What follows belongs to an exercise in optimizing a design on an open flow for small area; a production flow would make more cautious choices.
Only simulation tests tie the RTL to the original design; equivalence was not proved. No driver is modelled on the clock port, so clocking that relies on it looks cheaper here than on a real chip.

## the baseline
==> flow/design.v <==
`default_nettype none
module dmem_responder #(
  parameter int DEPTH   = 32,   
  parameter int LATENCY = 2     
) (
  input  logic        clk,
  input  logic        reset,
  input  logic        req_valid,
  output logic        req_ready,
  input  logic        req_write,
  input  logic [31:0] req_addr,
  input  logic [31:0] req_wdata,
  input  logic [3:0]  req_be,
  output logic        resp_valid,
  input  logic        resp_ready,
  output logic [31:0] resp_rdata,
  output logic        resp_err
);
  localparam int AW = $clog2(DEPTH);
  localparam int NW = LATENCY - 1;
  logic          resp_q;             
  logic [NW-1:0] wait_q;             
  logic          idle;
  logic          accept;
  assign idle       = ~resp_q & ~(|wait_q);
  assign req_ready  = idle & ~reset;
  assign accept     = req_valid & req_ready;
  assign resp_valid = resp_q;
  always_ff @(posedge clk) begin
    for (int i = 0; i < NW; i++) begin
      if (reset)       wait_q[i] <= 1'b0;
      else if (i == 0) wait_q[i] <= accept;
      else             wait_q[i] <= wait_q[(i == 0) ? 0 : i - 1];
    end
  end
  always_ff @(posedge clk) begin
    if (reset) resp_q <= 1'b0;
    else       resp_q <= wait_q[NW-1] | (resp_q & ~resp_ready);
  end
  logic          in_err;
  logic          in_ld;
  assign in_err = (|req_addr[1:0]) | (|req_addr[31:AW+2]);
  assign in_ld  = ~req_write & ~in_err;
  logic [AW-1:0] rot_q;              
  logic [AW-1:0] pos_q;              
  logic [AW-1:0] pos;                
  logic          ld;                 
  always_ff @(posedge clk) begin
    if (reset) rot_q <= '0;
    else       rot_q <= rot_q + AW'(1);
  end
  logic          ld_q;               
  logic          st_q;               
  logic          err_q;
  logic          late_q;             
  logic [3:0]    be_q;
  assign pos = idle ? req_addr[AW+1:2] + rot_q : pos_q;
  assign ld  = idle ? in_ld : ld_q;
  always_ff @(posedge clk) begin
    pos_q <= pos + AW'(1);
    if (idle) begin
      ld_q  <= in_ld;
      err_q <= in_err;
      be_q  <= req_be;
    end
  end
  always_ff @(posedge clk) begin
    if (reset)     st_q <= 1'b0;
    else if (idle) st_q <= req_valid & req_write & ~in_err;
  end
  assign resp_err = err_q;
  logic [31:0]      slot_q [DEPTH];
  logic [DEPTH-1:0] vld_q;
  logic [DEPTH-1:0] rsel;
  logic [DEPTH-1:0] at_src;
  genvar p, b;
  generate
    for (p = 0; p < DEPTH; p++) begin : g_slot
      localparam int S = (p == 0) ? DEPTH - 1 : p - 1;    
      localparam bit S_SRC = ((S % 3) == 0) && (S <= DEPTH - 2);
      localparam bit P_SRC = ((p % 3) == 0) && (p <= DEPTH - 2);
      if (S_SRC) begin : g_ins
        logic ins;
        assign ins = st_q & (pos_q == AW'(S));
        always_ff @(posedge clk) begin
          vld_q[p] <= ~reset & (vld_q[S] | ins);
        end
        for (b = 0; b < 4; b++) begin : g_byte
          logic we;
          assign we = ins & (be_q[b] | ~vld_q[S]);
          always_ff @(posedge clk) begin
            slot_q[p][8*b +: 8] <= we ? data_q[8*b +: 8] : slot_q[S][8*b +: 8];
          end
        end
      end else begin : g_pass
        always_ff @(posedge clk) begin
          vld_q[p]  <= ~reset & vld_q[S];
          slot_q[p] <= slot_q[S];
        end
      end
      if (P_SRC) begin : g_notap
        assign rsel[p] = 1'b0;
      end else begin : g_tap
        assign rsel[p] = ld & vld_q[p] & (pos == AW'(p));
      end
      assign at_src[p] = P_SRC && (pos == AW'(p));
    end
  endgenerate
  logic [31:0] rd;
  logic [31:0] data_q;
  logic        st_in;
  assign st_in = idle & req_write;
  always_comb begin
    for (int b = 0; b < 4; b++) begin
      rd[8*b +: 8] = req_wdata[8*b +: 8] & {8{st_in & req_be[b]}};
    end
    for (int i = 0; i < DEPTH; i++) begin
      rd = rd | (slot_q[i] & {32{rsel[i]}});
    end
  end
  always_ff @(posedge clk) begin
    if (idle) late_q <= in_ld & (|at_src);
    if (idle | (wait_q[0] & late_q)) data_q <= rd;
  end
  assign resp_rdata = data_q & {32{ld_q}};
endmodule
`default_nettype wire
export LEC_CHECK = 0
export CAP_MARGIN = 20
export CORE_MARGIN = 2
export CORE_UTILIZATION = 70
export SLEW_MARGIN = 20
export CTS_ARGS = -sink_clustering_enable -repair_clock_nets -dont_use_dummy_load -sink_clustering_size 30 -sink_clustering_max_diameter 80
export BUFFER_PORTS_ARGS = -buffer_cell sky130_fd_sc_hd__buf_1
create_clock -name core_clock -period 5.0 [get_ports {clk}]
standard.sh (not shown) runs the stock make flow with config.mk's settings and CLKGATE_MAP_FILE= SYNTH_SCRIPT=/design/flow/synth_recipe.tcl, a recipe that flattens the netlist after the stock synthesis.
==> flow/flow/run.sh <==
#!/bin/bash
# Layout flow: the standard ORFS flow (standard.sh), with two changes:
#  - CTS without dummy loads (they only add area to balance the tree), with
#    the sink clustering of config.mk;
#  - port buffers use a plain small buffer instead of a delay cell.
# Each tool's full output stays in ORFS's own logs under orfs/logs/; the make
# output goes to standard.log.
set -euo pipefail
cat >> config.mk <<'EOC'
export CTS_ARGS = -sink_clustering_enable -repair_clock_nets -dont_use_dummy_load -sink_clustering_size 30 -sink_clustering_max_diameter 80
export BUFFER_PORTS_ARGS = -buffer_cell sky130_fd_sc_hd__buf_1
EOC
bash standard.sh > standard.log 2>&1
Edits applied to the flow inputs when going from the baseline to the candidate:
==> flow/design.v, changed modules only <==
module dmem_responder #(
  parameter int DEPTH   = 32,   
  parameter int LATENCY = 2     
) (
  input  logic        clk,
  input  logic        reset,
  input  logic        req_valid,
  output logic        req_ready,
  input  logic        req_write,
  input  logic [31:0] req_addr,
  input  logic [31:0] req_wdata,
  input  logic [3:0]  req_be,
  output logic        resp_valid,
  input  logic        resp_ready,
  output logic [31:0] resp_rdata,
  output logic        resp_err
);
  localparam int AW = $clog2(DEPTH);
  localparam int NW = LATENCY - 1;
  logic          resp_q;             
  logic [NW-1:0] wait_q;             
  logic          idle;
  logic          accept;
  assign idle       = ~resp_q & ~(|wait_q);
  assign req_ready  = idle & ~reset;
  assign accept     = req_valid & req_ready;
  assign resp_valid = resp_q;
  always_ff @(posedge clk) begin
    for (int i = 0; i < NW; i++) begin
      if (reset)       wait_q[i] <= 1'b0;
      else if (i == 0) wait_q[i] <= accept;
      else             wait_q[i] <= wait_q[(i == 0) ? 0 : i - 1];
    end
  end
  always_ff @(posedge clk) begin
    if (reset) resp_q <= 1'b0;
    else       resp_q <= wait_q[NW-1] | (resp_q & ~resp_ready);
  end
  logic          in_err;
  logic          in_ld;
  assign in_err = (|req_addr[1:0]) | (|req_addr[31:AW+2]);
  assign in_ld  = ~req_write & ~in_err;
  logic [AW-1:0] rot_q;              
  logic [AW-1:0] pos_q;              
  logic [AW-1:0] pos;                
  logic          ld;                 
  always_ff @(posedge clk) begin
    if (reset) rot_q <= '0;
    else       rot_q <= rot_q + AW'(1);
  end
  logic          ld_q;               
  logic          st_q;               
  logic          err_q;
  logic          late_q;             
  logic [3:0]    be_q;
  assign pos = idle ? req_addr[AW+1:2] + rot_q : pos_q;
  assign ld  = idle ? in_ld : ld_q;
  always_ff @(posedge clk) begin
    pos_q <= pos + AW'(1);
    if (idle) begin
      ld_q  <= in_ld;
      err_q <= in_err;
      be_q  <= req_be;
    end
  end
  always_ff @(posedge clk) begin
    if (reset)     st_q <= 1'b0;
    else if (idle) st_q <= req_valid & req_write & ~in_err;
  end
  assign resp_err = err_q;
  logic [31:0]      slot_q [DEPTH];
  logic [DEPTH-1:0] vld_q;
  logic [DEPTH-1:0] rsel;
  logic [DEPTH-1:0] at_tap;
  genvar p, b;
  generate
    for (p = 0; p < DEPTH; p++) begin : g_slot
      localparam int S = (p == 0) ? DEPTH - 1 : p - 1;    
      localparam bit S_SRC = ((S % 3) == 0) && (S <= DEPTH - 2);
      if (S_SRC) begin : g_ins
        logic ins;
        assign ins = st_q & (pos_q == AW'(S));
        always_ff @(posedge clk) begin
          vld_q[p] <= ~reset & (vld_q[S] | ins);
        end
        for (b = 0; b < 4; b++) begin : g_byte
          logic we;
          assign we = ins & (be_q[b] | ~vld_q[S]);
          always_ff @(posedge clk) begin
            slot_q[p][8*b +: 8] <= we ? data_q[8*b +: 8] : slot_q[S][8*b +: 8];
          end
        end
      end else begin : g_pass
        always_ff @(posedge clk) begin
          vld_q[p]  <= ~reset & vld_q[S];
          slot_q[p] <= slot_q[S];
        end
      end
      if (p % 2 == 0) begin : g_notap
        assign rsel[p]   = 1'b0;
        assign at_tap[p] = 1'b0;
      end else begin : g_tap
        assign at_tap[p] = (pos == AW'(p));
        assign rsel[p]   = ld & vld_q[p] & at_tap[p];
      end
    end
  endgenerate
  logic [31:0] rd;
  logic [31:0] data_q;
  logic        wr;
  logic [3:0]  fwd;
  assign wr = idle & req_write;
  always_comb begin
    for (int k = 0; k < 4; k++) begin
      fwd[k] = st_q & (pos_q == pos) & be_q[k];
    end
    rd = '0;
    for (int i = 0; i < DEPTH; i++) begin
      rd = rd | (slot_q[i] & {32{rsel[i]}});
    end
    for (int k = 0; k < 4; k++) begin
      rd[8*k +: 8] = (rd[8*k +: 8] & {8{~fwd[k]}})
                   | (data_q[8*k +: 8] & {8{ld & fwd[k]}})
                   | (req_wdata[8*k +: 8] & {8{wr & req_be[k]}});
    end
  end
  always_ff @(posedge clk) begin
    if (idle) late_q <= in_ld & ~(|at_tap);
    if (idle | (wait_q[0] & late_q)) data_q <= rd;
  end
  assign resp_rdata = data_q & {32{ld_q}};
endmodule
Notes after the runs:
- Summary — critical path depth, the candidate relative to the baseline: higher, by 2.
- Taking the baseline as the reference, in the candidate layout multi-input combinational cell count increased 9, count of H-tree levels built during CTS shows no meaningful change, area after synthesis was more or less identical.
- Looking at detailed-route wire length across the baseline and the candidate, the one that comes out lower is the candidate.
- The baseline -> the candidate: filler-free cell count of the finished design flat
- Overall die width across the baseline and the candidate: no real change.
- The candidate ends up with a detailed-route vias per instance that is about 2% lower than in the baseline.
- Buffer count excluding the clock tree in the final layout shrinks by a little under 10% when moving from the baseline to the candidate.

-- separate check: timing with driven ports --
No port has a modelled driver above. Below, the same layouts with a new extraction and two added sets of constraints.
Step 1 (the two cells are an assumption about what drives the block):
set clk [get_ports {clk}]
set_driving_cell -lib_cell sky130_fd_sc_hd__clkbuf_16 $clk
set_driving_cell -lib_cell sky130_fd_sc_hd__buf_2 [delete_from_list [all_inputs] $clk]
Step 2 adds t to the input delays and takes it off the output delays; t is the mean of the earliest and latest rising clock arrival at the registers after step 1. Input paths then give back, and output paths get back, about the clock's delay inside the block.
a / b / c = ideal ports / drivers / drivers and shift; a / b = the first two.
run	t, ns	setup slack, ns	clock arrival spread, ns	slew at the worst register clock pin (ns)	pins driven straight from the clock port
the baseline	0.667	0.724 / 0.724 / 0.115	0.047 / 0.048	0.12 / 0.12	1
the candidate	0.661	0.617 / 0.651 / -0.010	0.069 / 0.069	0.11 / 0.11	1
Met with ideal ports but missed after step 2: setup timing in the candidate. For the candidate, which loses most, drivers alone change the setup slack by +0.034 ns; drivers and shift together by -0.627 ns.
